This design comes from an exercise in tuning for small area on the open sky130 flow, not from production work. RTL that was checked went through simulation tests only; none was proved equivalent to the original. Only the layout flow was run in run 3; the RTL was not checked for function there. Power and IR drop assume default switching activity.

**flow/config.mk**
```make
export PLATFORM = sky130hd
export DESIGN_NAME = noc_bridge
export DESIGN_NICKNAME = noc_bridge
export VERILOG_FILES = /design/flow/design.v
export SDC_FILE = /design/flow/constraint.sdc
export NUM_CORES = 4
export LEC_CHECK = 0
export CAP_MARGIN = 20
export CORE_MARGIN = 2
export CORE_UTILIZATION = 40
export SLEW_MARGIN = 20
```
**flow/constraint.sdc**
```tcl
create_clock -name core_clock -period 5.0 [get_ports {c}]
set_input_delay 1.0000 -clock core_clock [delete_from_list [all_inputs] [get_ports {c}]]
set_output_delay 1.0000 -clock core_clock [all_outputs]
set_load 0.01 [all_outputs]
```
**flow/design.v**
```verilog
`default_nettype none
package noc_pkg;
    typedef enum logic [7:0] {
        RESP_READ  = 8'h40,
        RESP_WRITE = 8'h80
    } resp_kind_e;
    typedef struct packed {
        resp_kind_e                          kind;    
        logic [7:0]                          src_id;  
        logic [7:0]                          len;     
        logic [0:3-1][31:0]     words;   
    } resp_entry_t;
endpackage
`default_nettype wire
`timescale 1ns/1ps
`default_nettype none
module noc_bridge
(
    input  wire logic        c,
    input  wire logic        rst,
    input  wire logic        cmd_w,
    input  wire logic [7:0]  data_w,
    input  wire logic [31:0] data_rd,
    output logic             cmd_r,
    output logic [7:0]       data_r,
    output logic             sel,
    output logic             rw,
    output logic [31:0]      addr,
    output logic [31:0]      data_wr
);
    logic [31:0] s_a  [0:3];
    logic [7:0]  s_id [0:3];
    logic [1:0]  s_k  [0:3];   
    logic [31:0] q_d  [0:2];
    logic [1:0]  dw;           
    logic [1:0]  dr;           
    logic [1:0]  g;            
    logic [7:0]  l1, l2, l3;
    logic [1:0]  dd;           
    logic [7:0]  dly;
    logic [3:0]  pc;           
    logic        pwr;          
    logic [2:0]  wp;           
    logic        act;
    logic [3:0]  b;            
    logic [2:0]  rp;           
    logic        dl;           
    logic [1:0]  fk;           
    wire op_ok = cmd_w && (data_w == 8'h23 || data_w == 8'h63);
    wire done  = (pc == 4'd9 && !pwr) || pc == 4'd13;
    wire [1:0] d_new = 2'd1 - wp[1:0] - g;
    always_ff @(posedge c or posedge rst) begin
        if (rst) begin
            pc <= '0;
            wp <= '0;
            dw <= '0;
            g  <= '0;
        end else begin
            g <= g + 2'd1;
            if (pc == 4'd0) begin
                if (op_ok) pc <= 4'd4 - {2'b0, d_new};
            end else if (done) begin
                pc <= 4'd0;
                wp <= wp + 3'd1;
                if (pwr) dw <= (dw == 2'd2) ? 2'd0 : dw + 2'd1;
            end else begin
                pc <= pc + 4'd1;
            end
        end
    end
    always_ff @(posedge c) begin
        l1 <= data_w;
        l2 <= l1;
        l3 <= l2;
        if (pc == 4'd0) begin
            pwr <= data_w[6];
            dd  <= d_new;
        end
    end
    always_comb begin
        case (dd)
            2'd0:    dly = data_w;
            2'd1:    dly = l1;
            2'd2:    dly = l2;
            default: dly = l3;
        endcase
    end
    always_ff @(posedge c) begin
        for (int i = 0; i < 4; i++) begin
            s_a[i]  <= s_a[(i + 3) % 4];
            s_id[i] <= s_id[(i + 3) % 4];
            s_k[i]  <= s_k[(i + 3) % 4];
            if (pc == 4'(5 + i)) s_a[i][8*i +: 8] <= dly;
        end
        if (pc == 4'd4) s_id[3] <= dly;
        if (pc == 4'd9) s_k[0]  <= pwr ? 2'd0 : dly[3:2];
        for (int i = 0; i < 3; i++) begin
            q_d[i] <= {(dw == 2'(i) && pc >= 4'd10) ? dly : q_d[i][7:0], q_d[i][31:8]};
        end
    end
    wire h_wr   = (fk == 2'd0);
    wire last   = h_wr ? (b[0] == 1'b1) : (b == {fk, 2'b11});
    wire rd_cap = act && !h_wr && b[1:0] == {dl, ~dl} && b[3:2] < fk;
    wire        free = !act || last;
    wire [2:0]  n    = act ? rp + 3'd1 : rp;
    wire [1:0]  n_p  = 2'd0 - n[1:0];        
    wire        ph0  = (g + 2'd1 == n_p);    
    wire        ph1  = (g + 2'd2 == n_p);    
    wire        go   = free && (n != wp) && (ph0 || ph1);
    always_ff @(posedge c or posedge rst) begin
        if (rst) begin
            act <= 1'b0;
            rp  <= '0;
            dr  <= '0;
        end else begin
            if (free) begin
                rp  <= n;
                act <= go;
            end
            if (act && last && h_wr) dr <= (dr == 2'd2) ? 2'd0 : dr + 2'd1;
        end
    end
    always_ff @(posedge c) begin
        if (go) begin
            b  <= '0;
            dl <= ph1;
            fk <= ph0 ? s_k[3] : s_k[2];
        end else begin
            b  <= b + 4'd1;
        end
    end
    logic [31:0] wb;
    logic [7:0]  wt;
    always_ff @(posedge c) begin
        wb <= rd_cap ? data_rd : {data_rd[31:24], wb[31:8]};
        wt <= wb[7:0];
    end
    wire [31:0] h_a = s_a[0];
    assign sel     = act && (h_wr ? (b == {3'b0, dl}) : (b[1:0] == {1'b0, dl} && b[3:2] < fk));
    assign rw      = h_wr;
    assign addr    = {h_a[31:2] + 30'(b[3:2]), h_a[1:0]};
    assign data_wr = q_d[dr];
    always_comb begin
        cmd_r  = 1'b0;
        data_r = 8'h00;
        if (act) begin
            if (b == 4'd0) begin
                cmd_r  = 1'b1;
                data_r = h_wr ? 8'h80 : 8'h40;
            end else if (b == 4'd1) begin
                data_r = dl ? s_id[0] : s_id[1];
            end else if (b == 4'd2) begin
                data_r = {4'b0, fk, 2'b00};
            end else if (last) begin
                cmd_r  = 1'b1;
                data_r = 8'hE0;
            end else begin
                data_r = dl ? wb[7:0] : wt;
            end
        end
    end
endmodule
`default_nettype wire
```
**flow/flow/run.sh**
```bash
#!/bin/bash
# Standard layout, with the port buffers made of the smallest buffer cell and no dummy clock loads.
set -euo pipefail
bash standard.sh "BUFFER_PORTS_ARGS=-buffer_cell sky130_fd_sc_hd__buf_1" "CTS_ARGS=-sink_clustering_enable -repair_clock_nets -sink_clustering_size 18 -sink_clustering_max_diameter 60 -buf_list sky130_fd_sc_hd__clkbuf_8 -dont_use_dummy_load" finish > standard_flow.log 2>&1
```
**flow/standard.sh**
```bash
#!/bin/bash
# synth_recipe.tcl (not shown) runs the flow's synth.tcl, then flattens the netlist and writes it again
# the make line also repeats each setting of config.mk as NAME=value (left out here)
make -C /OpenROAD-flow-scripts/flow DESIGN_CONFIG=/design/flow/config.mk WORK_HOME=/design/flow/orfs CLKGATE_MAP_FILE= SYNTH_SCRIPT=/design/flow/synth_recipe.tcl "${@:-finish}"
```
==> summary.md, run 1 <==
| Metric | Value |
|---|---|
| Critical path fanouts, max | `8` |
| Cell Pwr Density | `between 700 and 800 nW/um^2` |
| Cell Rows | `61` |
| DRC violation count after routing | `0` |
| Final setup skew | `0.0795 ns` |
| Kind of start point of the critical path | `flip-flop` |
| Number of setup buffers added after CTS | `0` |
| Final Max Slew Viols | `0` |
| Async set-or-reset flop fraction in the synthesized netlist | `4.79%` |
| Nets | `~1000` |
| Total power | `between 8 and 9 mW` |
| Part of the Yosys area used for sequential elements | `about two thirds` |
| Synth Instances | `~870` |
| Area growth from synthesis to layout | `9.87%` |
| TritonCTS clock tree | `done` |
| Critical Path RT | `about 4.0 ns` |
| Mean area per synthesized cell | `between 10 and 15 sq um` |
| Overall routed net length | `slightly above 20 mm` |
| Detail-routed net length per standard cell | `around 15 microns` |
| GRT Util Overall | `between 10 and 15%` |
| Setup repair after global routing missed its margin | `no` |
| Worst Tran Pin Value | `about 1.0 ns` |
| Initial antenna violation count | `0` |
| Number of ports placed on the die boundary | `roughly 120` |
| Hold slack | `about 0.25 ns` |
| Number of synthesized register bits | `355` |
| Vias | `6383` |
| Total count of hold-check failures in the final report | `0` |
| Via-to-Cell Ratio | `between 4 and 5` |
| Die Height | `around 170 microns` |
| Drt first-iter violations | `296` |
| First-pass DRT Iterations | `4` |
| CP Buf/Inv Count | `2` |
| Clock buffer count from CTS | `25` |
| Delay of the slowest cell on the worst path | `0.50 ns` |
| Time the final worst path needs with I/O delays and setup | `3.94 ns` |
| Number of levels in the clock H-tree | `1` |
| Period utilization | `between 70% and 80%` |
| Worst-case vdd ir drop | `about 0.00027 V` |
| Global routing's busiest layer | `met2` |
| Multi-input combinational cell area | `3720 sq um` |
| Filler Cells Inserted | `between 2000 and 3000` |
| Endpoint kind of the worst setup timing path | `output port` |
| Sum Neg Setup Slack | `0 ns` |
| Vias in the first global route | `approximately 6400` |
| Routing usage on met3 | `2.49%` |
| Met1 layer usage reported by global route | `between 10% and 20%` |
| Share of final-layout standard cells stronger than drive strength 1 | `14.8%` |
| Global-route wire length before repair | `roughly 33 mm` |
| Most frequent cells in the layout | `dfxtp_1 (332), buf_1 (117), mux2_2 (95)` |
| Gate family responsible for the most delay along the worst path | `simple AND/OR/NAND/NOR gates` |
| Port Buffer Count | `roughly 120` |
| Clock-pin slew of the registers on the worst-case setup and hold paths | `roughly 0.10 ns` |
| Met2 capacity usage during global routing | `roughly a quarter` |
| Post-CTS sizing | `0` |
| Outcome | `complete, no violations` |
| GR Overflow Total | `0` |
| Worst slew margin | `30.6%` |
| Clock Tree Buf Depth | `3` |
| WS Path Type | `reg2out` |
| Number of buffers inserted for hold repair after clock tree synthesis | `0` |
| Final HPWL from detailed placement | `approximately 14 mm` |
| Library cell contributing the largest single delay on the critical path | `fa_1` |
| Pin count of the biggest net entering global routing | `65` |
| HP Class | `reg2reg` |
| CORE AREA | `about 28000 sq um` |
| Footprint of the flip-flops and latches | `~7300 sq um` |
| Floorplan die width | `roughly 170 microns` |
| EDFF count, synth | `6` |
| Data arrival, critical path | `2.94 ns` |
| Leakage component of the power | `~4.8 nW` |
| Clock latency on the worst-skew pair | `0.58 ns` |
| # setup viols final | `0` |
| Netlist cell types | `59` |
| Yosys synthesis warning count | `5` |
| Crit path cell chain | `ha_1 > inv_1 > fa_1 > and4b_1 > nand4_1 > nor3_1 > xor2_1 > buf_1` |
| N_diodes | `0` |
| Prevailing post-synth register cell | `dfxtp_1` |
| Commonest non-fill, non-tap cell in the layout | `dfxtp_1` |
| Clock tree root driver cell | `clkbuf_8` |
| Post-synthesis net count | `between 900 and 1000` |
| Mapped cell area | `roughly 11000 sq um` |
| TritonCTS Sinks | `355` |
| Total die area | `29400 sq um` |
| Count of maximum capacitance violations | `0` |
| Initial Util | `40.5%` |
| Maximum achievable frequency | `between 200 and 300 MHz` |
| Last weighted congestion value of the routability-driven placer | `approximately 0.8` |
| Antenna viol nets, final | `0` |
metal layers:
metal / wire, microns / vias up
li1: - / 3252
met1: 10200 / 3002
met2: 9240 / 102
met3: 778 / 27
met4: 369 / 0
met5: 0 / -
report_power, final:
group,switching [mW],total (mW),internal [mW]
clock network,0.802,1.25,0.449
logic,1.60,2.86,1.26
registers,0.653,4.66,4.01
total,3.05,8.77,5.72
worst register-to-register path: cells and delay by family, from the launching register on:
family                   cells  cell delay, ns
AO/OA/AOI/OAI                2            0.76
flip-flops                   1            0.57
adder cells (fa/ha/maj)      1            0.55
AND/OR/NAND/NOR              2            0.49
logic make-up after synthesis:
group	count (synthesis)	share of synthesized area, %
compound gates	115	6.62
xor+xnor	48	3.75
fa+ha+maj	21	2.41
buf+inv	54	2.21
flops	355	64.7
mux	119	12.6
simple gates	159	7.75
Yosys cell counts, drive strengths merged, types with 3 or more instances:
cell    count  area [sq um]
mux2i      16           160
and4b       3          30.0
nor4b       3          41.3
a31oi       9          56.3
nor4        3          40.0
inv        22          82.6
buf        17           109
xor2       16           140
nand4      13          81.3
edfxtp      6           180
nand3      17          85.1
nor2b       3          18.8
mux4        8           180
xnor2      32           280
nand2      27           101
o32a        3          30.0
a22oi      32           240
mux2       95          1070
clkbuf     15          56.3
dfrtp      17           425
nor3        6          35.0
o21ai       7          38.8
nor2       53           201
ha         20           250
and4        3          26.3
dfxtp     332          6650
a21o        3          22.5
a21oi      45           225
a22o        3          26.3
and3       11          68.8
nor3b       4          40.0
registers in the layout, summed over array words and instances (netlist names):
| signal | cells |
|---|---|
| pwr | 1 |
| dd | 2 |
| s_id | 32 |
| fk | 2 |
| wt | 8 |
| wp | 3 |
| dw | 2 |
| s_a | 128 |
| dl | 1 |
| q_d | 96 |
| l2 | 8 |
| l1 | 8 |
| l3 | 8 |
| g | 2 |
| b | 4 |
| pc | 4 |
| act | 1 |
| wb | 32 |
| rp | 3 |
| s_k | 8 |
| dr | 2 |
layout make-up:
class / count / share of cell area, %
clock buffer: 25 / 2.79
inverter: 22 / 0.670
multi-input combinational: 462 / 30.2
sequential: 355 / 58.9
tap: 378 / 3.84
timing repair buffer: 118 / 3.63
worst paths after layout:
| kind | from | to | slack [ns] | depth (start not counted) |
|---|---|---|---|---|
| min | s_id[3][6] | s_id[0][6] | 0.25 | 0 |
| min reg2reg | s_id[3][6] | s_id[0][6] | 0.25 | 0 |
| max reg2reg | rp[0] | fk[0] | 2.35 | 5 |
| max in group asynchronous | rst | act | 4.02 | 2 |
| max | b[2] | addr[26] | 1.06 | 8 |
| min in group asynchronous | rst | pc[2] | 0.50 | 2 |
stage by stage:
stage	cell area (sq um)	setup slack, ns	cells	util, %
floorplan	11200	2.01	871	-
global placement	12000	1.67	1335	43.2
detailed placement	12000	1.62	1335	43.2
CTS	12300	1.01	1360	44.4
global route	12300	0.760	1360	44.5
finish	12300	1.06	1360	44.5
==> run 2: changes to the inputs <==
--- a/flow/config.mk
+++ b/flow/config.mk
@@ -7,5 +7,6 @@
 export LEC_CHECK = 0
 export CAP_MARGIN = 20
 export CORE_MARGIN = 2
-export CORE_UTILIZATION = 40
+export CORE_UTILIZATION = 60
+export PLACE_DENSITY = 0.9
 export SLEW_MARGIN = 20
==> summary.md, run 2 <==
| Metric | Value |
|---|---|
| DRC violation count after routing | `0` |
| TritonCTS clock tree | `done` |
| Clock tree root driver cell | `clkbuf_8` |
| Vias in the first global route | `roughly 6600` |
| Most repeated cell in the gate-level netlist after synthesis | `dfxtp_1` |
| Port Buffer Count | `~120` |
| Register with the most flip-flops | `s_a` |
| Via-to-Cell Ratio | `around 5.5` |
| Detail-routed net length per standard cell | `~17 microns` |
| Global routing's busiest layer | `met2` |
| Final Max Slew Viols | `0` |
| Vias | `6660` |
| Overall routed net length | `about 21 mm` |
| Clock latency on the worst-skew pair | `approximately 0.56 ns` |
| Synth Instances | `around 870` |
| Nets | `around 1000` |
| Data arrival, critical path | `~3 ns` |
| Area growth from synthesis to layout | `8.17%` |
| Total die area | `a little under 20000 sq um` |
| Global-route wire length before repair | `between 30 and 40 mm` |
| Prevailing post-synth register cell | `dfxtp_1` |
| Share of final-layout standard cells stronger than drive strength 1 | `between 10% and 20%` |
| Number of flip-flops under the largest register name | `128` |
| Synth top cells by count | `dfxtp_1 (332), mux2_2 (95), nor2_1 (52)` |
| Area share of the largest cell type after synthesis | `between 50% and 60%` |
| Number of ports placed on the die boundary | `~120` |
| Async set-or-reset flop fraction in the synthesized netlist | `approximately 4.8%` |
| Worst-case vdd ir drop | `~0.00034 V` |
| Part of the Yosys area used for sequential elements | `between 60 and 70%` |
| GR Overflow Total | `0` |
| Crit path cell chain | `ha_1 > inv_1 > fa_1 > nor4_2 > nand4_1 > xnor2_1 > buf_1` |
| Last weighted congestion value of the routability-driven placer | `roughly 0.82` |
| HP Class | `reg2reg` |
| Gate family responsible for the most delay along the worst path | `simple AND/OR/NAND/NOR gates` |
| Mapped cell area | `11200 sq um` |
| Floorplan die width | `around 140 microns` |
| Filler Cells Inserted | `1252` |
| Commonest non-fill, non-tap cell in the layout | `dfxtp_1` |
| Initial Util | `a little over 60%` |
| Top cells by area in the synthesized netlist | `dfxtp_1 (59%), mux2_2 (9.5%), dfrtp_1 (3.8%), xnor2_1 (2.5%), ha_1 (2.2%)` |
| Total count of hold-check failures in the final report | `0` |
| Worst slew margin | `33.4%` |
| Die Height | `141 microns` |
| Count of maximum capacitance violations | `0` |
| Number of setup buffers added after CTS | `0` |
| Post-CTS sizing | `0` |
| Leakage component of the power | `just under 5 nW` |
| Mean area per synthesized cell | `approximately 13 sq um` |
| Pin count of the biggest net entering global routing | `65` |
| Number of synthesized register bits | `between 300 and 400` |
| Period utilization | `between 70 and 80%` |
| Library cell contributing the largest single delay on the critical path | `nor4_2` |
| N_diodes | `0` |
| CP Buf/Inv Count | `2` |
| Delay of the slowest cell on the worst path | `approximately 0.64 ns` |
| Clock buffer count from CTS | `24` |
| Cell Rows | `slightly below 50` |
| Setup repair after global routing missed its margin | `no` |
| Clock Tree Buf Depth | `3` |
| Met2 capacity usage during global routing | `34.7%` |
| Core utilization of the finished layout | `66.8%` |
| Critical Path RT | `4.00 ns` |
| Outcome | `complete, no violations` |
| Maximum achievable frequency | `~250 MHz` |
| Antenna viol nets, final | `0` |
| WS Path Type | `reg2out` |
| Endpoint kind of the worst setup timing path | `output port` |
| First-pass DRT Iterations | `5` |
| Number of levels in the clock H-tree | `1` |
| Initial antenna violation count | `0` |
| Netlist cell types | `59` |
| Largest regs | `s_a: 128 flops, q_d: 96 flops` |
| TritonCTS Sinks | `about 360` |
| Most frequent cells in the layout | `dfxtp_1 (332), buf_1 (117), mux2_2 (95)` |
| Clock-pin slew of the registers on the worst-case setup and hold paths | `around 0.10 ns` |
| Worst Tran Pin Value | `around 1 ns` |
| # setup viols final | `0` |
| GRT Util Overall | `roughly a fifth` |
| Yosys synthesis warning count | `5` |
| Routing usage on met3 | `just under 4%` |
| Final setup skew | `approximately 0.055 ns` |
| EDFF count, synth | `6` |
| Kind of start point of the critical path | `flip-flop` |
| Cell Pwr Density | `approximately 730 nW/um^2` |
| Post-synthesis net count | `between 900 and 1000` |
| Final HPWL from detailed placement | `around 14 mm` |
| Met1 layer usage reported by global route | `roughly 28%` |
| Number of buffers inserted for hold repair after clock tree synthesis | `0` |
| CORE AREA | `18100 sq um` |
| Critical path fanouts, max | `8` |
| Drt first-iter violations | `around 390` |
| Time the final worst path needs with I/O delays and setup | `around 4.0 ns` |
| Largest area contributor in the netlist | `dfxtp_1` |
| Sum Neg Setup Slack | `0 ns` |
==> run 2: cell counts after synthesis <==
Identical to the previous run, type by type.
==> run 2: final cells by class <==
cell class	count	area [sq um]	area share (%)
Clock buffer	24	330	2.72
Sequential cell	355	7250	59.8
Timing Repair Buffer	118	447	3.68
Multi-Input combinational cell	462	3730	30.7
Inverter	22	82.6	0.681
Tap cell	229	287	2.36
==> run 2: worst paths after layout <==
check                             endpoint  cells past startpoint        from  slack [ns]
worst max-delay path              addr[22]                      7        b[2]        1.01
worst min-delay path            s_a[2][27]                      0  s_a[1][27]        0.32
worst max register to register       fk[1]                      5       rp[0]        2.37
worst min register to register  s_a[2][27]                      0  s_a[1][27]        0.32
max in group asynchronous            wp[1]                      2         rst        3.99
min in group asynchronous             g[0]                      2         rst        0.52
==> run 2: through the flow <==
stage               hold slack (ns)  power [mW]  area [sq um]  setup WS, ns  std cells
floorplan                     0.310        6.67         11200          2.01        871
global placement              0.310        7.47         11800          1.72       1186
detailed placement            0.312        7.66         11800          1.63       1186
CTS                           0.318        8.90         12100          1.02       1210
global route                  0.313        9.43         12100         0.825       1210
finish                        0.317        8.88         12100          1.01       1210
==> run 2: logic make-up after synthesis <==
group | synth area share [%]
xor+xnor | 3.75
flops | 64.7
buf+inv | 2.21
mux | 12.6
simple gates | 7.75
compound gates | 6.62
fa+ha+maj | 2.41
==> run 2: power by group <==
group | leakage, nW | total (mW) | switching [mW] | internal, mW
combinational | 1.62 | 2.95 | 1.67 | 1.28
sequential | 3.04 | 4.69 | 0.682 | 4.01
clock | 0.173 | 1.24 | 0.804 | 0.432
==> run 2: metal layers <==
layer	part of all wire (%)	routed length, microns
met1	45	9400
met2	47	9890
met3	4.8	1020
met4	3.5	735
met5	0	0
==> run 3: changes to the inputs <==
--- a/flow/design.v
+++ b/flow/design.v
@@ -138,7 +138,19 @@
     wire [31:0] h_a = s_a[0];
     assign sel     = act && (h_wr ? (b == {3'b0, dl}) : (b[1:0] == {1'b0, dl} && b[3:2] < fk));
     assign rw      = h_wr;
-    assign addr    = {h_a[31:2] + 30'(b[3:2]), h_a[1:0]};
+    logic [31:0] ai;
+    logic [31:4] cz;
+    always_comb begin
+        ai[1:0] = h_a[1:0];
+        ai[2]   = h_a[2] ^ b[2];
+        ai[3]   = h_a[3] ^ b[3] ^ (h_a[2] & b[2]);
+        cz[4]   = h_a[3] & (b[3] | (h_a[2] & b[2]));
+        for (int i = 4; i < 32; i++) begin
+            ai[i] = h_a[i] ^ cz[i];
+            if (i < 31) cz[i+1] = cz[i] & h_a[i];
+        end
+    end
+    assign addr    = ai;
     assign data_wr = q_d[dr];
     always_comb begin
         cmd_r  = 1'b0;
==> summary.md, run 3 <==
| Metric | Value |
|---|---|
| Top cells by area in the synthesized netlist | `dfxtp_1 (61%), mux2_2 (7.9%), ha_1 (5.3%), dfrtp_1 (3.9%), mux2_4 (3.0%)` |
| Synth Instances | `roughly 800` |
| Sum Neg Setup Slack | `-11.16 ns` |
| Prevailing post-synth register cell | `dfxtp_1` |
| Library cell contributing the largest single delay on the critical path | `dfxtp_4` |
| Detail-routed net length per standard cell | `approximately 18 microns` |
| Number of ports placed on the die boundary | `approximately 120` |
| Async set-or-reset flop fraction in the synthesized netlist | `4.79%` |
| Setup repair after global routing missed its margin | `yes` |
| TritonCTS clock tree | `done` |
| Largest area contributor in the netlist | `dfxtp_1` |
| Drt first-iter violations | `about 310` |
| Port Buffer Count | `between 100 and 150` |
| Initial antenna violation count | `0` |
| Placed Cells | `about 1100` |
| Area growth from synthesis to layout | `12.8%` |
| Area share of the largest cell type after synthesis | `around three fifths` |
| Cell Rows | `49` |
| Vias in the first global route | `6215` |
| Number of flip-flops under the largest register name | `roughly 130` |
| EDFF count, synth | `6` |
| Pin count of the biggest net entering global routing | `65` |
| Total count of hold-check failures in the final report | `0` |
| Synth top cells by count | `dfxtp_1 (332), mux2_2 (77), nor2_1 (49)` |
| N_diodes | `0` |
| Die Height | `approximately 140 microns` |
| Critical path fanouts, max | `2` |
| Cell repeated most along the worst path | `ha_4` |
| Pre-CTS setup slack | `-1.19 ns` |
| Share of final-layout standard cells stronger than drive strength 1 | `a little over a fifth` |
| Post-synthesis net count | `about 900` |
| Commonest non-fill, non-tap cell in the layout | `dfxtp_1` |
| Delay of the slowest cell on the worst path | `0.36 ns` |
| Endpoint kind of the worst setup timing path | `output port` |
| Part of the Yosys area used for sequential elements | `between 60% and 70%` |
| Outcome | `complete, but fails checks` |
| Vias | `6150` |
| Clock-pin slew of the registers on the worst-case setup and hold paths | `~0.1 ns` |
| Worst slew margin | `a little under a third` |
| HP Class | `reg2reg` |
| Antenna viol nets, final | `0` |
| Overall routed net length | `approximately 20 mm` |
| Register with the most flip-flops | `s_a` |
| Via-to-Cell Ratio | `around 5.4` |
| Nets | `~1000` |
| Total die area | `just under 20000 sq um` |
| Floorplan die width | `between 100 and 150 microns` |
| Clock buffer count from CTS | `24` |
| Netlist cell types | `53` |
| GR Overflow Total | `0` |
| Number of synthesized register bits | `approximately 360` |
| Layout Check Fail Reasons | `negative setup slack` |
| Critical Path RT | `about 4.0 ns` |
| Global-route wire length before repair | `approximately 32 mm` |
| Largest regs | `s_a: 128 flops, q_d: 96 flops` |
| Non-filler instance count after layout | `approximately 1100` |
| Cell Pwr Density | `743 nW/um^2` |
| Number of levels in the clock H-tree | `1` |
| Yosys synthesis warning count | `5` |
| Worst-case setup margin in the final layout | `-1.72 ns` |
| # setup viols final | `12` |
| Final HPWL from detailed placement | `between 10 and 15 mm` |
| Data arrival, critical path | `5.72 ns` |
| Leakage component of the power | `between 4 and 5 nW` |
| WS Path Type | `reg2out` |
| GRT Util Overall | `a little over a fifth` |
| Period utilization | `134%` |
| Clock tree root driver cell | `clkbuf_8` |
| Initial Util | `about three fifths` |
| Most frequent cells in the layout | `dfxtp_1 (330), buf_1 (104), mux2_2 (77)` |
| Clock Tree Buf Depth | `3` |
| Last weighted congestion value of the routability-driven placer | `0.809` |
| Mapped cell area | `between 10000 and 15000 sq um` |
| Kind of start point of the critical path | `flip-flop` |
| Final Max Slew Viols | `0` |
| Hold slack | `0.312 ns` |
| Maximum achievable frequency | `149 MHz` |
| Time the final worst path needs with I/O delays and setup | `roughly 6.7 ns` |
| Final setup skew | `0.0524 ns` |
| Count of maximum capacitance violations | `0` |
| CORE AREA | `around 18000 sq um` |
| DRC violation count after routing | `0` |
| Worst-case vdd ir drop | `0.000435 V` |
| TritonCTS Sinks | `between 300 and 400` |
| Mean area per synthesized cell | `approximately 14 sq um` |
| First-pass DRT Iterations | `5` |
| Clock latency on the worst-skew pair | `approximately 0.56 ns` |
| Worst Tran Pin Value | `between 1 and 1.5 ns` |
| Most repeated cell in the gate-level netlist after synthesis | `dfxtp_1` |
-- run 3: cell count changes after synthesis, sizes merged, moves of 4 or more --
cell	previous run	this run
ha	20	46
clkbuf	15	19
and3	11	2
inv	22	16
buf	17	8
nand2	27	17
xnor2	32	10
nand4	13	0
a31oi	9	3
nand3	17	7
mux2	95	99
xor2	16	12
-- run 3: timing repair --
| action | CTS | global route |
|---|---|---|
| hold buffers | 0 | 0 |
| resized for setup | 25 | 1 |
| gates cloned | 0 | 0 |
| setup buffers | 1 | 1 |
| setup endpoints to repair | 13 | 13 |
-- run 3: final cells by class --
type	count	area [sq um]
clock buffer	24	330
fill	1174	5600
inverter	16	60.1
multi-input combinational	395	3860
sequential	355	7260
tap	229	287
timing repair buffer	122	568
-- run 3: layer usage --
| metal | vias to the layer above | track usage [%] | part of all wire [%] |
|---|---|---|---|
| met5 | - | 0 | 0 |
| met4 | 0 | 6.22 | 2.9 |
| met3 | 40 | 4.04 | 4.4 |
| met2 | 140 | 35.6 | 49 |
| met1 | 2994 | 27.1 | 44 |
| li1 | 2976 | - | - |
-- run 3: where the power goes --
group	switching, mW	total [mW]	internal [mW]
clock	0.802	1.23	0.433
combinational	1.75	3.26	1.51
sequential	0.667	4.70	4.03
total	3.22	9.19	5.97
-- run 3: critical path, delay by kind of cell (launching register included) --
family          cells  cell delay [ns]
compound gates      1             0.17
xor+xnor            1             0.14
fa+ha+maj          28             4.31
buf+inv             1             0.15
flops               1             0.36
-- run 3: logic make-up (layout without fill, tap and decap cells) --
kind of cell             after synthesis  after routing  share of synthesized area, %
AO/OA/AOI/OAI                        103            103                          6.35
XOR/XNOR                              22             22                          1.76
adder cells (fa/ha/maj)               46             46                          5.25
buffers and inverters                 43            162                          1.91
flip-flops                           355            355                          66.2
multiplexers                         123            123                          14.0
AND/OR/NAND/NOR                      101            101                          4.51
-- run 3: worst paths after layout --
check / from / to / slack, ns / depth (start not counted)
setup / recovery: b[2] / addr[31] / -1.72 / 31
hold / removal: s_id[3][1] / s_id[0][1] / 0.31 / 0
setup reg to reg: dl / wb[0] / 2.29 / 3
hold reg to reg: s_id[3][1] / s_id[0][1] / 0.31 / 0
max in group asynchronous: rst / g[0] / 3.99 / 2
min in group asynchronous: rst / dr[0] / 0.50 / 2
-- run 3: metrics by stage --
step                area [sq um]  util (%)  power, mW
floorplan                  11300         -       6.89
global placement           11900      66.3       7.67
detailed placement         11900      66.3       7.87
CTS                        12300      68.7       9.20
global route               12400      68.8       9.74
finish                     12400      68.8       9.19
==> run 4: changes to the inputs <==
--- a/flow/design.v
+++ b/flow/design.v
@@ -140,15 +140,19 @@
     assign rw      = h_wr;
     logic [31:0] ai;
     logic [31:4] cz;
+    logic [7:0]  gc;
     always_comb begin
         ai[1:0] = h_a[1:0];
         ai[2]   = h_a[2] ^ b[2];
         ai[3]   = h_a[3] ^ b[3] ^ (h_a[2] & b[2]);
-        cz[4]   = h_a[3] & (b[3] | (h_a[2] & b[2]));
-        for (int i = 4; i < 32; i++) begin
-            ai[i] = h_a[i] ^ cz[i];
-            if (i < 31) cz[i+1] = cz[i] & h_a[i];
+        gc[0]   = 1'b0;
+        gc[1]   = h_a[3] & (b[3] | (h_a[2] & b[2]));
+        for (int k = 1; k < 7; k++) gc[k+1] = gc[k] & (&h_a[4*k +: 4]);
+        for (int k = 1; k < 8; k++) begin
+            cz[4*k] = gc[k];
+            for (int i = 4*k + 1; i < 4*k + 4; i++) cz[i] = cz[i-1] & h_a[i-1];
         end
+        for (int i = 4; i < 32; i++) ai[i] = h_a[i] ^ cz[i];
     end
     assign addr    = ai;
     assign data_wr = q_d[dr];
==> summary.md, run 4 <==
| Metric | Value |
|---|---|
| Share of final-layout standard cells stronger than drive strength 1 | `between 10% and 20%` |
| Yosys synthesis warning count | `5` |
| Cell Pwr Density | `about 750 nW/um^2` |
| Number of buffers inserted for hold repair after clock tree synthesis | `0` |
| Pin count of the biggest net entering global routing | `65` |
| Filler Cells Inserted | `1269` |
| Maximum achievable frequency | `222 MHz` |
| Clock latency on the worst-skew pair | `around 0.56 ns` |
| Clock Tree Buf Depth | `3` |
| Number of ports placed on the die boundary | `about 120` |
| Number of flip-flops under the largest register name | `between 100 and 150` |
| Worst slew margin | `between 20% and 30%` |
| HP Class | `reg2reg` |
| Synth top cells by count | `dfxtp_1 (332), mux2_2 (76), nor2_1 (51)` |
| Worst-case vdd ir drop | `around 0.00043 V` |
| Async set-or-reset flop fraction in the synthesized netlist | `approximately 4.8%` |
| First-pass DRT Iterations | `4` |
| Last weighted congestion value of the routability-driven placer | `approximately 0.82` |
| DRC violation count after routing | `0` |
| Core utilization of the finished layout | `66.3%` |
| EDFF count, synth | `6` |
| Initial Util | `about three fifths` |
| # setup viols final | `0` |
| Vias | `a little over 6000` |
| Critical Path RT | `4.00 ns` |
| Count of maximum capacitance violations | `0` |
| N_diodes | `0` |
| Number of levels in the clock H-tree | `1` |
| Time the final worst path needs with I/O delays and setup | `roughly 4.5 ns` |
| Commonest non-fill, non-tap cell in the layout | `dfxtp_1` |
| Overall routed net length | `approximately 20 mm` |
| Largest regs | `s_a: 128 flops, q_d: 96 flops` |
| Data arrival, critical path | `3.50 ns` |
| Number of cells traversed by the worst register-to-register path | `5` |
| Netlist cell types | `63` |
| Clock tree root driver cell | `clkbuf_8` |
| Post-synthesis net count | `891` |
| Total count of hold-check failures in the final report | `0` |
| Total die area | `roughly 20000 sq um` |
| Largest area contributor in the netlist | `dfxtp_1` |
| Via-to-Cell Ratio | `5.41` |
| Min-Delay Endpoint | `l3[7]` |
| Clock-pin slew of the registers on the worst-case setup and hold paths | `between 0.1 and 0.15 ns` |
| Kind of start point of the critical path | `flip-flop` |
| Final Max Slew Viols | `0` |
| Top cells by area in the synthesized netlist | `dfxtp_1 (60%), mux2_2 (7.7%), ha_1 (4.5%), dfrtp_1 (3.9%), mux2_4 (2.9%)` |
| Final setup skew | `between 0.07 and 0.08 ns` |
| Startpoint of the worst register-to-register path | `dl` |
| TritonCTS Sinks | `between 300 and 400` |
| Setup repair after global routing missed its margin | `no` |
| Cell Rows | `49` |
| Initial antenna violation count | `0` |
| GRT Util Overall | `20.7%` |
| Detail-routed net length per standard cell | `about 18 microns` |
| Die Height | `140 microns` |
| Worst reg2reg setup slack | `around 2.5 ns` |
| Register with the most flip-flops | `s_a` |
| Antenna viol nets, final | `0` |
| Most frequent cells in the layout | `dfxtp_1 (332), buf_1 (117), mux2_2 (76)` |
| TritonCTS clock tree | `done` |
| Leakage component of the power | `approximately 5.0 nW` |
| Area share of the largest cell type after synthesis | `about 60%` |
| Worst Tran Pin Value | `approximately 1.1 ns` |
| Mean area per synthesized cell | `around 14 sq um` |
| Port Buffer Count | `117` |
| Most repeated cell in the gate-level netlist after synthesis | `dfxtp_1` |
| Period utilization | `between 90% and 100%` |
| Clock buffer count from CTS | `24` |
| CORE AREA | `18000 sq um` |
| Synth Instances | `808` |
| Post-CTS sizing | `0` |
| WS Path Type | `reg2out` |
| Multi-input combinational cell area | `3580 sq um` |
| Endpoint kind of the worst setup timing path | `output port` |
| Number of setup buffers added after CTS | `0` |
| Worst Hold Path Cells | `0` |
| Prevailing post-synth register cell | `dfxtp_1` |
| GR Overflow Total | `0` |
| Nets | `1007` |
| Outcome | `complete, no violations` |
| Vias in the first global route | `6353` |
| Final HPWL from detailed placement | `roughly 14 mm` |
| Mapped cell area | `roughly 11000 sq um` |
| Startpoint of the tightest hold check path | `l2[7]` |
| Critical path fanouts, max | `7` |
| Sum Neg Setup Slack | `0 ns` |
| Global-route wire length before repair | `about 32 mm` |
| Footprint of the flip-flops and latches | `around 7300 sq um` |
| Area growth from synthesis to layout | `8.28%` |
| Reg2reg end | `wb[2]` |
| Drt first-iter violations | `about 410` |
| Floorplan die width | `approximately 140 microns` |
| Number of synthesized register bits | `~360` |
| Part of the Yosys area used for sequential elements | `65.7%` |
[run 4: worst max path at each step]
stage / to / slack (ns) / from / depth (start not counted)
2_1_floorplan: addr[31] / 1.97 / b[2] / 9
3_3_place_gp: addr[31] / 1.29 / b[2] / 10
3_5_place_dp: addr[31] / 1.14 / b[2] / 10
4_1_cts: addr[31] / 0.51 / b[2] / 10
5_1_grt: addr[31] / 0.27 / b[2] / 10
6_report: addr[31] / 0.50 / b[2] / 10
[run 4: layout make-up]
type | instances | area share (%)
Sequential cell | 355 | 60.6
Multi-Input combinational cell | 408 | 29.9
Timing Repair Buffer | 118 | 3.74
Clock buffer | 24 | 2.76
Tap cell | 229 | 2.40
Inverter | 17 | 0.534
[run 4: cells by family (layout without fill, tap and decap cells)]
family,Yosys count,after routing,synth area share (%)
buffers and inverters,45,159,2.13
DFF,355,355,65.7
AOI/OAI and AO/OA,104,104,6.25
xor gates and xnor gates,28,28,2.22
muxes,123,123,13.9
and+or+nand+nor,113,113,5.30
adders and majority gates,40,40,4.53
[run 4: per-layer routing]
| metal | share of wire [%] | up-vias | global-route usage, % | wire length [microns] |
|---|---|---|---|---|
| met5 | 0 | - | 0 | 0 |
| met4 | 3.6 | 0 | 8.79 | 742 |
| met3 | 4.6 | 53 | 4.03 | 930 |
| met2 | 47 | 153 | 34.1 | 9620 |
| met1 | 45 | 3004 | 26.8 | 9090 |
| li1 | - | 3018 | - | - |
[run 4: metrics by stage]
stage / cells / worst slack (ns) / hold WS, ns / power, mW / cell area [sq um]
3_3_place_gp: 1127 / 1.29 / 0.310 / 7.63 / 11600
5_1_grt: 1151 / 0.273 / 0.293 / 9.55 / 12000
4_1_cts: 1151 / 0.510 / 0.300 / 9.03 / 12000
3_5_place_dp: 1127 / 1.14 / 0.312 / 7.80 / 11600
6_report: 1151 / 0.499 / 0.294 / 9.01 / 12000
2_1_floorplan: 808 / 1.97 / 0.310 / 6.78 / 11000
[run 4: critical path, cell delays in order (launching register included)]
cell     delay, ns
dfxtp_1       0.47
ha_1          0.24
o21ai_1       0.14
nor4_1        0.79
nand2_1       0.26
nor3_1        0.27
ha_1          0.20
ha_1          0.15
ha_1          0.16
xor2_1        0.14
buf_1         0.16
[run 4: power breakdown]
part | internal [mW] | switching, mW
combinational | 1.35 | 1.75
sequential | 4.02 | 0.649
clock | 0.433 | 0.809
total | 5.80 | 3.21
==> run 5: changes to the inputs <==
--- a/flow/design.v
+++ b/flow/design.v
@@ -31,9 +31,9 @@
     logic [31:0] s_a  [0:3];
     logic [7:0]  s_id [0:3];
     logic [1:0]  s_k  [0:3];   
-    logic [31:0] q_d  [0:2];
+    logic [31:0] q_d  [0:2];   
     logic [1:0]  dw;           
-    logic [1:0]  dr;           
+    logic [2:0]  dr;           
     logic [1:0]  g;            
     logic [7:0]  l1, l2, l3;
     logic [1:0]  dd;           
@@ -95,7 +95,7 @@
         if (pc == 4'd4) s_id[3] <= dly;
         if (pc == 4'd9) s_k[0]  <= pwr ? 2'd0 : dly[3:2];
         for (int i = 0; i < 3; i++) begin
-            q_d[i] <= {(dw == 2'(i) && pc >= 4'd10) ? dly : q_d[i][7:0], q_d[i][31:8]};
+            q_d[i] <= {(dw == 2'(i) && pc >= 4'd10) ? ~dly : q_d[i][7:0], q_d[i][31:8]};
         end
     end
     wire h_wr   = (fk == 2'd0);
@@ -111,13 +111,13 @@
         if (rst) begin
             act <= 1'b0;
             rp  <= '0;
-            dr  <= '0;
+            dr  <= 3'b001;
         end else begin
             if (free) begin
                 rp  <= n;
                 act <= go;
             end
-            if (act && last && h_wr) dr <= (dr == 2'd2) ? 2'd0 : dr + 2'd1;
+            if (act && last && h_wr) dr <= {dr[1:0], dr[2]};
         end
     end
     always_ff @(posedge c) begin
@@ -155,7 +155,7 @@
         for (int i = 4; i < 32; i++) ai[i] = h_a[i] ^ cz[i];
     end
     assign addr    = ai;
-    assign data_wr = q_d[dr];
+    assign data_wr = ~(({32{dr[0]}} & q_d[0]) | ({32{dr[1]}} & q_d[1]) | ({32{dr[2]}} & q_d[2]));
     always_comb begin
         cmd_r  = 1'b0;
         data_r = 8'h00;
==> summary.md, run 5 <==
| Metric | Value |
|---|---|
| Share of final-layout standard cells stronger than drive strength 1 | `a little under 9%` |
| Cell Pwr Density | `686 nW/um^2` |
| Drt first-iter violations | `486` |
| Post-synthesis net count | `between 900 and 1000` |
| Number of buffers inserted for hold repair after clock tree synthesis | `0` |
| Cell Rows | `48` |
| Mean area per synthesized cell | `approximately 13 sq um` |
| Last weighted congestion value of the routability-driven placer | `0.808` |
| Crit path cell chain | `ha_1 > o21ai_0 > nor4_1 > nand2_1 > nor3_1 > ha_1 > ha_1 > ha_1 > xor2_1 > buf_1` |
| Count of maximum capacitance violations | `0` |
| Most frequent cells in the layout | `dfxtp_1 (332), buf_1 (117), nand2_1 (66)` |
| Register with the most flip-flops | `s_a` |
| Endpoint kind of the worst setup timing path | `output port` |
| Netlist cell types | `53` |
| Synth top cells by count | `dfxtp_1 (332), nand2_1 (66), o21ai_0 (52)` |
| Number of flip-flops under the largest register name | `around 130` |
| Final Max Slew Viols | `0` |
| Power dissipated by switching net loads | `between 2 and 3 mW` |
| Mux contribution to synthesized area | `~6.9%` |
| N_diodes | `0` |
| Detail-routed net length per standard cell | `around 17 microns` |
| Nets | `~1000` |
| Period utilization | `between 80% and 90%` |
| Leakage component of the power | `4.79 nW` |
| Initial antenna violation count | `0` |
| Final HPWL from detailed placement | `between 10 and 15 mm` |
| Largest family of logic cells by synthesized area | `compound AO/OA/AOI/OAI gates` |
| GRT Util Overall | `between 20% and 30%` |
| Cell repeated most along the worst path | `ha_1` |
| Switching part of the total | `32.2%` |
| Yosys synthesis warning count | `5` |
| GR Overflow Total | `0` |
| Maximum achievable frequency | `roughly 230 MHz` |
| TritonCTS Sinks | `356` |
| Largest regs | `s_a: 128 flops, q_d: 96 flops` |
| Post-CTS sizing | `0` |
| Overall routed net length | `19.6 mm` |
| DRC violation count after routing | `0` |
| Pin count of the biggest net entering global routing | `35` |
| Adder-cell share of the synthesized area | `~4.2%` |
| Library cell contributing the largest single delay on the critical path | `nor4_1` |
| Internal | `between 5 and 6 mW` |
| Die Height | `between 100 and 150 microns` |
| TritonCTS clock tree | `done` |
| Clock latency on the worst-skew pair | `0.54 ns` |
| Data arrival, critical path | `about 3.3 ns` |
| CP Buf/Inv Count | `1` |
| Core utilization of the finished layout | `between 60 and 70%` |
| # setup viols final | `0` |
| Critical path fanouts, max | `7` |
| Time the final worst path needs with I/O delays and setup | `4.29 ns` |
| Clock Tree Buf Depth | `3` |
| Filler Cells Inserted | `between 1000 and 1500` |
| Share of the synthesized netlist area taken by xor and xnor gates | `about 2.3%` |
| Worst reg2reg setup slack | `around 2.5 ns` |
| Area growth from synthesis to layout | `8.58%` |
| Global-route wire length before repair | `30.5 mm` |
| Area share of the largest cell type after synthesis | `between 60 and 70%` |
| Delay of the slowest cell on the worst path | `0.51 ns` |
| Top cells by area in the synthesized netlist | `dfxtp_1 (62%), mux2_2 (4.5%), ha_1 (4.2%), dfrtp_1 (4.0%), a222oi_1 (3.0%)` |
| Comb power frac | `roughly a quarter` |
| Number of levels in the clock H-tree | `1` |
| Area fraction in compound gates after synthesis | `approximately a tenth` |
| Clock buffer count from CTS | `24` |
| Total count of hold-check failures in the final report | `0` |
| Number of ports placed on the die boundary | `about 120` |
| First-pass DRT Iterations | `7` |
| Floorplan die width | `about 140 microns` |
| Gate family responsible for the most delay along the worst path | `simple AND/OR/NAND/NOR gates` |
| Antenna viol nets, final | `0` |
| WS Path Type | `reg2out` |
| Vias | `around 6300` |
| Worst Tran Pin Value | `about 1.0 ns` |
| Initial Util | `around 61%` |
| Critical Path RT | `approximately 4 ns` |
| Final setup skew | `about 0.038 ns` |
| CORE AREA | `between 15000 and 20000 sq um` |
| Worst slew margin | `30.5%` |
| Vias in the first global route | `between 6000 and 7000` |
| Largest area contributor in the netlist | `dfxtp_1` |
| Clock-pin slew of the registers on the worst-case setup and hold paths | `around 0.11 ns` |
| Async set-or-reset flop fraction in the synthesized netlist | `about 5.1%` |
| EDFF count, synth | `6` |
| Most repeated cell in the gate-level netlist after synthesis | `dfxtp_1` |
| Synth Instances | `~850` |
| Setup repair after global routing missed its margin | `no` |
| Clock tree root driver cell | `clkbuf_8` |
| Number of synthesized register bits | `between 300 and 400` |
| Sum Neg Setup Slack | `0 ns` |
| Commonest non-fill, non-tap cell in the layout | `dfxtp_1` |
| Worst-case vdd ir drop | `between 0.0004 and 0.0005 V` |
| Synth Area in Simple Gates | `around 6.6%` |
| Part of the Yosys area used for sequential elements | `approximately two thirds` |
| Number of setup buffers added after CTS | `0` |
| Via-to-Cell Ratio | `about 5.4` |
| Sequential share of power | `59.6%` |
| Kind of start point of the critical path | `flip-flop` |
| Total die area | `18900 sq um` |
| Port Buffer Count | `approximately 120` |
| HP Class | `reg2reg` |
| Prevailing post-synth register cell | `dfxtp_1` |
| Clk pwr share | `15.4%` |
| Outcome | `complete, no violations` |
| Mapped cell area | `10700 sq um` |
==> run 5: cell count changes in the layout (fill, tap and decap cells not counted), sizes merged, moves of 2 or more <==
cell    delta
mux2      -56
nand2     +48
o21ai     +47
a222oi    +32
a22oi     -32
mux2i      +9
a21oi      -8
mux4       -8
nor2       -8
o21a       +8
ha         -4
a21o       -2
==> run 5: layout make-up <==
cell class / count / area, sq um / area share (%)
flip-flops and latches: 356 / 7280 / 62.8
multi-input cells: 436 / 3180 / 27.5
repair buffers: 119 / 454 / 3.92
clock buffers: 24 / 330 / 2.85
well taps: 225 / 282 / 2.43
inverters: 16 / 60.1 / 0.518
==> run 5: worst register-to-register path, cell delays in order (launching register included) <==
cell and delay, ns:
edfxtp_1 0.87, mux2_2 0.43, o21ai_0 0.80, o21ai_0 0.25
==> run 5: path summary, 6_finish.rpt <==
path                              end  cells past startpoint       start
max reg2reg                s_a[1][14]                      3       dd[0]
max                          addr[31]                     10        b[2]
min in group asynchronous        g[0]                      2         rst
min reg2reg                s_a[0][11]                      0  s_a[3][11]
max in group asynchronous       dr[1]                      2         rst
min                        s_a[0][11]                      0  s_a[3][11]
==> run 5: cells by family after synthesis <==
logic type                 count (synthesis)
DFF                                      356
and+or+nand+nor                          153
AOI/OAI and AO/OA                        151
muxes                                     68
buffers and inverters                     53
adders and majority gates                 36
xor gates and xnor gates                  28
==> run 5: layer usage <==
layer  vias up  track usage (%)  share of wire (%)
li1       3139                -                  -
met4         0             7.10                3.0
met5         -                0                  0
met2       184             33.9                 48
met1      2980             27.2                 45
met3        44             3.20                4.8
==> run 5: stage by stage <==
stage | power (mW) | setup WS [ns] | area, sq um | std cells | hold WS (ns)
floorplan | 6.07 | 1.93 | 10700 | 845 | 0.310
global placement | 6.62 | 1.48 | 11200 | 1152 | 0.309
detailed placement | 6.75 | 1.31 | 11200 | 1152 | 0.312
CTS | 7.99 | 0.687 | 11600 | 1176 | 0.303
global route | 8.44 | 0.375 | 11600 | 1176 | 0.306
finish | 7.95 | 0.711 | 11600 | 1176 | 0.296
==> run 5: power groups by stage <==
stage	combinational (mW)	clock, mW	sequential, mW
final	1.99	1.22	4.74
after global routing	2.23	1.34	4.86
after CTS	2.00	1.26	4.73
after detailed placement	1.97	0	4.78
after global placement	1.91	0	4.71
after floorplan	1.56	0	4.51
==> run 6: changes to the inputs <==
--- a/flow/config.mk
+++ b/flow/config.mk
@@ -7,6 +7,6 @@
 export LEC_CHECK = 0
 export CAP_MARGIN = 20
 export CORE_MARGIN = 2
-export CORE_UTILIZATION = 60
-export PLACE_DENSITY = 0.9
+export CORE_UTILIZATION = 70
+export PLACE_DENSITY = 0.95
 export SLEW_MARGIN = 20
==> summary.md, run 6 <==
| Metric | Value |
|---|---|
| Area fraction in compound gates after synthesis | `roughly a tenth` |
| Number of levels in the clock H-tree | `1` |
| GRT Util Overall | `around a quarter` |
| Comb power frac | `about a quarter` |
| Top cells by area in the synthesized netlist | `dfxtp_1 (62%), mux2_2 (4.5%), ha_1 (4.2%), dfrtp_1 (4.0%), a222oi_1 (3.0%)` |
| Register with the most flip-flops | `s_a` |
| Origin of the worst setup path | `b[2]` |
| Clk pwr share | `15.1%` |
| Sequential share of power | `around 60%` |
| EDFF count, synth | `6` |
| WS Path Type | `reg2out` |
| N_diodes | `0` |
| Cell repeated most along the worst path | `ha_1` |
| Largest regs | `s_a: 128 flops, q_d: 96 flops` |
| Delay of the slowest cell on the worst path | `around 0.47 ns` |
| Clock buffer count from CTS | `23` |
| Total die area | `about 16000 sq um` |
| Kind of start point of the critical path | `flip-flop` |
| Switching part of the total | `about a third` |
| Share of the synthesized netlist area taken by xor and xnor gates | `approximately 2.3%` |
| Last weighted congestion value of the routability-driven placer | `0.854` |
| Hold slack | `around 0.33 ns` |
| Port Buffer Count | `~120` |
| Worst-case vdd ir drop | `about 0.00036 V` |
| Sum Neg Setup Slack | `0 ns` |
| Die Height | `127 microns` |
| Mean area per synthesized cell | `~13 sq um` |
| Final setup skew | `0.0494 ns` |
| Most repeated cell in the gate-level netlist after synthesis | `dfxtp_1` |
| Nets | `~1000` |
| Overall routed net length | `between 20 and 25 mm` |
| Initial Util | `71.0%` |
| Detail-routed net length per standard cell | `about 18 microns` |
| Gate family responsible for the most delay along the worst path | `simple AND/OR/NAND/NOR gates` |
| Share of final-layout standard cells stronger than drive strength 1 | `8.95%` |
| Total count of hold-check failures in the final report | `0` |
| Mapped cell area | `around 11000 sq um` |
| Power dissipated by switching net loads | `approximately 2.6 mW` |
| Clock tree root driver cell | `clkbuf_8` |
| Count of maximum capacitance violations | `0` |
| Area growth from synthesis to layout | `8.01%` |
| Post-synthesis net count | `slightly above 900` |
| Worst Tran Pin Value | `between 1 and 1.5 ns` |
| Vias | `6488` |
| Clock Tree Buf Depth | `3` |
| Floorplan die width | `127 microns` |
| Yosys synthesis warning count | `5` |
| CORE AREA | `around 15000 sq um` |
| Synth Area in Simple Gates | `roughly 6.6%` |
| Part of the Yosys area used for sequential elements | `about two thirds` |
| Number of flip-flops under the largest register name | `128` |
| Time the final worst path needs with I/O delays and setup | `between 4 and 5 ns` |
| HP Class | `reg2reg` |
| Outcome | `complete, no violations` |
| Endpoint kind of the worst setup timing path | `output port` |
| Startpoint of the worst register-to-register path | `dd[0]` |
| Period utilization | `between 80% and 90%` |
| # setup viols final | `0` |
| Synth top cells by count | `dfxtp_1 (332), nand2_1 (66), o21ai_0 (52)` |
| Antenna viol nets, final | `0` |
| CP Buf/Inv Count | `1` |
| TritonCTS clock tree | `done` |
| Post-CTS sizing | `0` |
| Number of synthesized register bits | `about 360` |
| Vias in the first global route | `6457` |
| GR Overflow Total | `0` |
| Netlist cell types | `53` |
| Synth Instances | `between 800 and 900` |
| Startpoint of the tightest hold check path | `s_a[1][2]` |
| Clock-pin slew of the registers on the worst-case setup and hold paths | `around 0.11 ns` |
| Number of ports placed on the die boundary | `about 120` |
| Number of setup buffers added after CTS | `0` |
| Clock latency on the worst-skew pair | `roughly 0.55 ns` |
| Area share of the largest cell type after synthesis | `62.3%` |
| Mux contribution to synthesized area | `around 6.9%` |
| Data arrival, critical path | `~3.2 ns` |
| Cell Rows | `45` |
| Critical Path RT | `4.00 ns` |
| Prevailing post-synth register cell | `dfxtp_1` |
| Largest area contributor in the netlist | `dfxtp_1` |
| Pin count of the biggest net entering global routing | `35` |
| First-pass DRT Iterations | `7` |
| TritonCTS Sinks | `356` |
| Drt first-iter violations | `~610` |
| Most frequent cells in the layout | `dfxtp_1 (332), buf_1 (117), nand2_1 (66)` |
| Crit path cell chain | `ha_1 > o21ai_0 > nor4_1 > nand2_1 > nor3_1 > ha_1 > ha_1 > ha_1 > xor2_1 > buf_1` |
| Largest family of logic cells by synthesized area | `compound AO/OA/AOI/OAI gates` |
| Number of buffers inserted for hold repair after clock tree synthesis | `0` |
| Global-route wire length before repair | `approximately 32 mm` |
| Final HPWL from detailed placement | `between 10 and 15 mm` |
| Async set-or-reset flop fraction in the synthesized netlist | `between 5 and 6%` |
| Adder-cell share of the synthesized area | `between 4 and 5%` |
| Commonest non-fill, non-tap cell in the layout | `dfxtp_1` |
| Worst slew margin | `between 20% and 30%` |
| Cell Pwr Density | `roughly 690 nW/um^2` |
| Internal | `approximately 5.4 mW` |
| Critical path fanouts, max | `7` |
| DRC violation count after routing | `0` |
| Initial antenna violation count | `0` |
| Library cell contributing the largest single delay on the critical path | `dfxtp_1` |
| Leakage component of the power | `between 4 and 5 nW` |
| Setup repair after global routing missed its margin | `no` |
| Maximum achievable frequency | `~240 MHz` |
| Via-to-Cell Ratio | `around 5.7` |
| Final Max Slew Viols | `0` |
## run 6: cell counts after synthesis
Identical to the previous run, type by type.
## run 6: path summary, 6_finish.rpt
kind	end	slack [ns]	depth (start not counted)
setup / recovery	addr[31]	0.82	10
hold / removal	s_a[2][2]	0.33	0
hold reg to reg	s_a[2][2]	0.33	0
min in group asynchronous	pc[0]	0.56	2
max in group asynchronous	dr[2]	3.91	2
setup reg to reg	s_a[3][30]	2.43	3
## run 6: final cells by class
cell class | count | area, sq um
flip-flops and latches | 356 | 7280
fillers | 934 | 3500
multi-input cells | 436 | 3180
repair buffers | 119 | 454
clock buffers | 23 | 317
well taps | 188 | 235
inverters | 16 | 60.1
## run 6: metrics by stage
step | worst slack, ns | area (sq um) | util (%) | power (mW) | std cells
final | 0.817 | 11500 | 76.7 | 7.98 | 1138
after global routing | 0.556 | 11500 | 76.7 | 8.45 | 1138
after CTS | 0.750 | 11500 | 76.6 | 7.98 | 1138
after detailed placement | 1.33 | 11200 | 74.5 | 6.79 | 1115
after global placement | 1.46 | 11200 | 74.5 | 6.60 | 1115
after floorplan | 1.93 | 10700 | - | 6.07 | 845
## run 6: metal layers
layer	part of all wire [%]	global-route usage [%]
met4	2.6	7.56
met5	0	0
met3	5.3	3.69
met1	43	32.7
met2	49	42.8
## run 6: kinds of logic after synthesis
logic type | after synthesis
AO/OA/AOI/OAI | 151
adder cells (fa/ha/maj) | 36
XOR/XNOR | 28
AND/OR/NAND/NOR | 153
multiplexers | 68
buffers and inverters | 53
flip-flops | 356
## run 6: power groups by stage
stage	sequential [mW]	clock (mW)	combinational, mW
floorplan	4.51	0	1.56
global placement	4.71	0	1.90
detailed placement	4.81	0	1.98
CTS	4.76	1.21	2.01
global route	4.89	1.32	2.24
finish	4.77	1.20	2.01
==> run 7: changes to the inputs <==
--- a/flow/design.v
+++ b/flow/design.v
@@ -32,7 +32,7 @@
     logic [7:0]  s_id [0:3];
     logic [1:0]  s_k  [0:3];   
     logic [31:0] q_d  [0:2];   
-    logic [1:0]  dw;           
+    logic [2:0]  dw;           
     logic [2:0]  dr;           
     logic [1:0]  g;            
     logic [7:0]  l1, l2, l3;
@@ -53,7 +53,7 @@
         if (rst) begin
             pc <= '0;
             wp <= '0;
-            dw <= '0;
+            dw <= 3'b001;
             g  <= '0;
         end else begin
             g <= g + 2'd1;
@@ -62,7 +62,7 @@
             end else if (done) begin
                 pc <= 4'd0;
                 wp <= wp + 3'd1;
-                if (pwr) dw <= (dw == 2'd2) ? 2'd0 : dw + 2'd1;
+                if (pwr) dw <= {dw[1:0], dw[2]};
             end else begin
                 pc <= pc + 4'd1;
             end
@@ -95,7 +95,7 @@
         if (pc == 4'd4) s_id[3] <= dly;
         if (pc == 4'd9) s_k[0]  <= pwr ? 2'd0 : dly[3:2];
         for (int i = 0; i < 3; i++) begin
-            q_d[i] <= {(dw == 2'(i) && pc >= 4'd10) ? ~dly : q_d[i][7:0], q_d[i][31:8]};
+            q_d[i] <= {(dw[i] && pc >= 4'd10) ? ~dly : q_d[i][7:0], q_d[i][31:8]};
         end
     end
     wire h_wr   = (fk == 2'd0);
--- a/flow/config.mk
+++ b/flow/config.mk
@@ -7,6 +7,6 @@
 export LEC_CHECK = 0
 export CAP_MARGIN = 20
 export CORE_MARGIN = 2
-export CORE_UTILIZATION = 70
-export PLACE_DENSITY = 0.95
+export CORE_UTILIZATION = 60
+export PLACE_DENSITY = 0.9
 export SLEW_MARGIN = 20
==> summary.md, run 7 <==
| Metric | Value |
|---|---|
| Outcome | `complete, no violations` |
| Area growth from synthesis to layout | `8.65%` |
| Initial Util | `slightly above 60%` |
| Endpoint kind of the worst setup timing path | `output port` |
| Part of the Yosys area used for sequential elements | `68.7%` |
| CORE AREA | `~17000 sq um` |
| Post-CTS sizing | `0` |
| Detail-routed net length per standard cell | `17.1 microns` |
| Critical Path RT | `approximately 4 ns` |
| Post-synthesis net count | `about 860` |
| Sum Neg Setup Slack | `0 ns` |
| Prevailing post-synth register cell | `dfxtp_1` |
| Worst Tran Pin Value | `1.01 ns` |
| GR Overflow Total | `0` |
| Port Buffer Count | `~120` |
| Data arrival, critical path | `about 3.2 ns` |
| Overall routed net length | `~19 mm` |
| Clock-pin slew of the registers on the worst-case setup and hold paths | `approximately 0.1 ns` |
| Vias in the first global route | `between 6000 and 7000` |
| Number of levels in the clock H-tree | `1` |
| Commonest non-fill, non-tap cell in the layout | `dfxtp_1` |
| Via-to-Cell Ratio | `5.49` |
| Setup repair after global routing missed its margin | `no` |
| Global-route wire length before repair | `approximately 30 mm` |
| Top cells by area in the synthesized netlist | `dfxtp_1 (63%), mux2_2 (7.8%), ha_1 (4.2%), dfrtp_1 (4.0%), a222oi_1 (3.0%)` |
| DRC violation count after routing | `0` |
| Register with the most flip-flops | `s_a` |
| Antenna viol nets, final | `0` |
| Most repeated cell in the gate-level netlist after synthesis | `dfxtp_1` |
| Vias | `6118` |
| Power dissipated by switching net loads | `2.24 mW` |
| Total die area | `18800 sq um` |
| Number of flip-flops under the largest register name | `about 130` |
| Total count of hold-check failures in the final report | `0` |
| WS Path Type | `reg2out` |
| Clock tree root driver cell | `clkbuf_8` |
| Share of final-layout standard cells stronger than drive strength 1 | `12.9%` |
| Critical path fanouts, max | `6` |
| Netlist cell types | `52` |
| TritonCTS Sinks | `between 300 and 400` |
| Largest regs | `s_a: 128 flops, q_d: 96 flops` |
| Number of synthesized register bits | `~360` |
| Crit path cell chain | `ha_1 > o21ai_0 > nor4_1 > nand2_1 > nor3_1 > ha_1 > ha_1 > ha_1 > xor2_1 > buf_1` |
| TritonCTS clock tree | `done` |
| Switching part of the total | `between 30 and 40%` |
| Number of buffers inserted for hold repair after clock tree synthesis | `0` |
| Die Height | `137 microns` |
| Core utilization of the finished layout | `66.8%` |
| Total power | `7.24 mW` |
| Synth Instances | `roughly 780` |
| Final Max Slew Viols | `0` |
| Clk pwr share | `16.8%` |
| Clock Tree Buf Depth | `3` |
| Pin count of the biggest net entering global routing | `35` |
| Pre-CTS setup slack | `~1.4 ns` |
| First-pass DRT Iterations | `7` |
| Drt first-iter violations | `413` |
| Mean area per synthesized cell | `between 10 and 15 sq um` |
| Async set-or-reset flop fraction in the synthesized netlist | `under 10%` |
| Cell Rows | `48` |
| Library cell contributing the largest single delay on the critical path | `nor4_1` |
| Nets | `970` |
| GRT Util Overall | `20.5%` |
| HP Class | `reg2reg` |
| Worst slew margin | `between 30 and 40%` |
| Comb power frac | `25.4%` |
| Clock latency on the worst-skew pair | `approximately 0.58 ns` |
| Time the final worst path needs with I/O delays and setup | `4.16 ns` |
| Kind of start point of the critical path | `flip-flop` |
| Leakage component of the power | `around 4.7 nW` |
| N_diodes | `0` |
| Last weighted congestion value of the routability-driven placer | `~0.85` |
| Area share of the largest cell type after synthesis | `about 63%` |
| Largest area contributor in the netlist | `dfxtp_1` |
| Clock buffer count from CTS | `24` |
| EDFF count, synth | `6` |
| Final HPWL from detailed placement | `13.1 mm` |
| # setup viols final | `0` |
| Yosys synthesis warning count | `5` |
| Sequential share of power | `between 50 and 60%` |
| Initial antenna violation count | `0` |
| Worst-case setup margin in the final layout | `0.839 ns` |
| Count of maximum capacitance violations | `0` |
| Period utilization | `between 80% and 90%` |
| Most frequent cells in the layout | `dfxtp_1 (332), buf_1 (117), mux2_2 (74)` |
| Worst-case vdd ir drop | `0.000369 V` |
| Cell Pwr Density | `627 nW/um^2` |
| Number of ports placed on the die boundary | `about 120` |
| Cell repeated most along the worst path | `ha_1` |
| Internal | `approximately 5 mW` |
| Floorplan die width | `137 microns` |
| Synth top cells by count | `dfxtp_1 (332), mux2_2 (74), nand2_1 (53)` |
| Maximum achievable frequency | `240 MHz` |
| Delay of the slowest cell on the worst path | `roughly 0.52 ns` |
| Mapped cell area | `~11000 sq um` |
| Final setup skew | `0.0719 ns` |
| Number of setup buffers added after CTS | `0` |
-- run 7: changes by cell type after synthesis, sizes merged, moves of 3 or more --
cell	previous run	this run
mux4	0	7
and2	3	0
o21ai	53	34
mux2i	24	16
nor2	45	23
mux2	44	74
nand2	66	53
clkbuf	25	19
a21oi	36	12
o21a	8	2
-- run 7: metrics by stage --
stage	hold WS, ns	cells	instance area, sq um
2_1_floorplan	0.310	778	10600
3_3_place_gp	0.310	1090	11200
3_5_place_dp	0.312	1090	11200
4_1_cts	0.266	1114	11500
5_1_grt	0.269	1114	11500
6_report	0.270	1114	11500
-- run 7: layer usage --
layer	wire (microns)	vias up	track usage [%]
li1	-	2948	-
met2	8960	198	33.7
met4	407	0	6.24
met1	8340	2938	26.9
met3	1400	34	4.78
met5	0	-	0
-- run 7: cell families after synthesis --
| family | share of synthesized area (%) |
|---|---|
| AO/OA/AOI/OAI | 7.05 |
| XOR/XNOR | 2.31 |
| adder cells (fa/ha/maj) | 4.24 |
| buffers and inverters | 1.79 |
| flip-flops | 68.7 |
| multiplexers | 10.8 |
| AND/OR/NAND/NOR | 5.07 |
-- run 7: power groups by stage --
stage / combinational, mW / sequential [mW] / clock (mW)
6_report: 1.84 / 4.18 / 1.21
5_1_grt: 2.05 / 4.27 / 1.34
4_1_cts: 1.87 / 4.19 / 1.25
3_5_place_dp: 1.84 / 4.24 / 0
3_3_place_gp: 1.79 / 4.19 / 0
2_1_floorplan: 1.46 / 4.02 / 0
-- run 7: cell type report --
type / instances / area (sq um)
Timing Repair Buffer: 117 / 439
Sequential cell: 357 / 7310
Multi-Input combinational cell: 376 / 3140
Inverter: 15 / 56.3
Fill cell: 1224 / 5750
Tap cell: 225 / 282
Clock buffer: 24 / 330
-- run 7: worst paths after layout --
path,cells after the start,from,end,slack [ns]
max in group asynchronous,2,rst,dr[2],3.91
min reg2reg,0,s_a[2][19],s_a[3][19],0.27
min,0,s_a[2][19],s_a[3][19],0.27
max reg2reg,4,dl,wb[2],2.36
min in group asynchronous,2,rst,pc[1],0.52
max,10,b[2],addr[31],0.84
-- run 7: worst max-delay path, delay by kind of cell (launching register included) --
family	cells	cell delay (ns)
xor gates and xnor gates	1	0.16
and+or+nand+nor	3	0.96
adders and majority gates	4	0.70
AOI/OAI and AO/OA	1	0.20
DFF	1	0.44
buffers and inverters	1	0.18

[static timing again, ports no longer ideal]
The results above use ideal ports. As a check the final layouts listed here were re-extracted and re-timed, cells and wires unchanged.
Step 1, drivers: a clkbuf_16 drives c and a buf_2 each remaining input, both assumed.
Step 2 times the ports against the registers' clock, not the clock port: input delays grow and output delays shrink by t, the midpoint of the rising clock arrivals with the driver on.
Slacks: ideal / step 1 / step 2; pairs: ideal / step 1.
run | shift t [ns] | setup slack, ns | cell pins on the clock port's net
run 1 | 0.582 | 1.061 / 1.016 / 1.598 | 1
run 2 | 0.569 | 1.007 / 0.967 / 1.536 | 1
run 3 | 0.575 | -1.720 / -1.756 / -1.181 | 1
run 4 | 0.565 | 0.499 / 0.462 / 1.026 | 1
run 5 | 0.564 | 0.711 / 0.673 / 1.237 | 1
run 6 | 0.562 | 0.817 / 0.781 / 1.343 | 1
run 7 | 0.573 | 0.839 / 0.799 / 1.372 | 1
